From an optimization exercise on the open Yosys and OpenROAD flow, aimed at small area; shortcuts taken in it are not production practice.
Only simulation tests tie the RTL to the original design; equivalence was not proved.
No activity file was given, so power comes from the tool's default toggle rates.

## the previous run
Design pipe_snapshot_top, start of the top module:
module pipe_snapshot_top
(
  input  logic                            clk,
  input  logic                            rst_n,
  input  logic                            capture,
  input  logic                            advance,
  input  logic [dbg_pkg::PC_W-1:0]        current_pc,
  input  logic [dbg_pkg::PC_W-1:0]        pc_if,
  input  logic [dbg_pkg::WORD_W-1:0]      instr_if,
  input  logic [dbg_pkg::WORD_W-1:0]      data_a_id,
  input  logic [dbg_pkg::WORD_W-1:0]      data_b_id,
  input  logic [dbg_pkg::WORD_W-1:0]      sign_ext_id,
  input  logic [dbg_pkg::PC_W-1:0]        jump_dest_id,
  input  logic [dbg_pkg::REG_IDX_W-1:0]   reg_dest_r_id,
  input  logic [dbg_pkg::REG_IDX_W-1:0]   reg_dest_l_id,
  input  logic                            reg_dst_id,
  input  logic                            alu_src_id,
  input  logic                            mem_to_reg_id,
  input  logic                            reg_write_id,
  input  logic                            mem_read_id,
  input  logic                            mem_write_id,
  input  logic                            branch_id,
  input  logic [1:0]                      alu_op_id,
  input  logic [dbg_pkg::WORD_W-1:0]      result_ie,
  input  logic [dbg_pkg::WORD_W-1:0]      reg2_ie,
  input  logic [dbg_pkg::PC_W-1:0]        jump_dest_ie,
  input  logic                            zero_ie,
  ...
For scale: ~1700 cells after synthesis, ~330 flip-flops, about 340 I/O pins, ~15000 um2 of cells after synthesis.
Settings: LEC_CHECK=0, CAP_MARGIN=20, CORE_MARGIN=2, CORE_UTILIZATION=40, SLEW_MARGIN=20; clock period 6.0 ns.
run.sh (not shown) runs the stock make flow with config.mk's settings and CLKGATE_MAP_FILE= SYNTH_SCRIPT=/design/flow/synth_recipe.tcl, a recipe that flattens the netlist after the stock synthesis.
Input changes introduced in the current run (baseline for comparison: the previous run):
--- a/flow/design.v
+++ b/flow/design.v
@@ -99,19 +99,15 @@
     packed_frame[(dbg_pkg::MEM_BASE + 4)*dbg_pkg::BYTE_W +: dbg_pkg::WORD_W] = msb_first(alu_result_mem);
     packed_frame[(dbg_pkg::MEM_BASE + 8)*dbg_pkg::BYTE_W +: dbg_pkg::BYTE_W]  = dbg_pkg::BYTE_W'(reg_dest_mem);
     packed_frame[(dbg_pkg::MEM_BASE + 9)*dbg_pkg::BYTE_W +: dbg_pkg::BYTE_W]  = dbg_pkg::BYTE_W'(mem_to_reg_mem);
     packed_frame[(dbg_pkg::MEM_BASE + 10)*dbg_pkg::BYTE_W +: dbg_pkg::BYTE_W] = dbg_pkg::BYTE_W'(reg_write_mem);   
   end
   always_ff @(posedge clk)
   begin
-    if (!rst_n)
-    begin
-      frame <= '0;
-    end
-    else if (take)
+    if (take)
     begin
       frame <= packed_frame;   
     end
   end
 endmodule
 `timescale 1ns/10ps
 module byte_readout
@@ -122,46 +118,47 @@
   input  logic                      advance,       
   input  logic [dbg_pkg::FRAME_BYTES*dbg_pkg::BYTE_W-1:0] frame,   
   output logic                      take,          
   output logic [dbg_pkg::BYTE_W-1:0] read_data,
   output logic                      frame_full,
   output logic                      frame_empty
 );
-  localparam dbg_pkg::frame_idx_t LAST_IDX = dbg_pkg::frame_idx_t'(dbg_pkg::FRAME_BYTES - 1);
   logic       held;      
   dbg_pkg::frame_idx_t rd_idx;    
-  logic       adv_ok;    
-  assign take   = capture && !held;    
-  assign adv_ok = advance && held;     
+  logic       last;      
+  logic [dbg_pkg::FRAME_BYTES-1:0] sel;   
+  assign take = capture && !held;    
+  assign last = rd_idx[5] && rd_idx[4] && rd_idx[2] && rd_idx[1] && rd_idx[0];
   always_ff @(posedge clk)
   begin
     if (!rst_n)
-    begin
-      held   <= 1'b0;
+      held <= 1'b0;
+    else if (take)
+      held <= 1'b1;
+    else if (advance && last)
+      held <= 1'b0;   
+  end
+  always_ff @(posedge clk)
+  begin
+    if (take)
       rd_idx <= '0;
-    end
-    else if (take)
-    begin
-      held   <= 1'b1;
-      rd_idx <= '0;   
-    end
-    else if (adv_ok)
-    begin
-      if (rd_idx == LAST_IDX)
-      begin
-        held   <= 1'b0;   
-        rd_idx <= '0;
-      end
-      else
-      begin
-        rd_idx <= rd_idx + dbg_pkg::frame_idx_t'(1);
-      end
-    end
-  end
-  assign read_data   = frame[rd_idx*dbg_pkg::BYTE_W +: dbg_pkg::BYTE_W];              
+    else if (advance)
+      rd_idx <= rd_idx + dbg_pkg::frame_idx_t'(1);
+  end
+  always_comb
+  begin
+    for (int k = 0; k < dbg_pkg::FRAME_BYTES; k++)
+      sel[k] = (rd_idx == dbg_pkg::frame_idx_t'(k));
+  end
+  always_comb
+  begin
+    read_data = '0;
+    for (int k = 0; k < dbg_pkg::FRAME_BYTES; k++)
+      read_data = read_data | ({dbg_pkg::BYTE_W{sel[k]}} & frame[k*dbg_pkg::BYTE_W +: dbg_pkg::BYTE_W]);
+  end
   assign frame_full  = held && (rd_idx == '0);     
   assign frame_empty = !held;
 endmodule
 `timescale 1ns/10ps
 module pipe_snapshot_top
 (
   input  logic                            clk,
## What came out
- Smallest hold slack is lower on the previous run
- Summary of the current run over the previous run: buffer share of cell area shows an increase of 2.2 points, synthesis-to-finish area growth grew by 7.2 points, core area decreased by about 14% relative to the old numbers.
- Of the two values seen for endpoint of the most critical setup path, read_data[7] was produced by the previous run and read_data[1] by the current run.
- The current run vs the previous run — number of ordinary inverters in the final layout rose 2.
- Changes observed in the current run relative to the previous run: wire length after detailed routing shrank by 14%, leakage component of the power fell by about 14%.

## re-timing with driven ports
The results above use ideal ports. As a check the final layouts listed here were re-extracted and re-timed, cells and wires unchanged. Step 1 assumes that a clkbuf_16 drives the clock port and a buf_2 every other input. Step 2 moves the port delays by t, midway between the first and last clock arrival at a register: inputs arrive t later, outputs are due t later. That takes back most of the time a late clock gives input paths. a / b / c = no drivers / after step 1 / after step 2; a / b = the first two.
run	t (ns)	setup slack, ns	worst data-port slew with drivers (ns)
the previous run	0.575	0.919 / 0.866 / 1.440	0.07
the current run	0.569	0.839 / 0.788 / 1.356	0.08
After both steps every run listed still meets setup and hold.
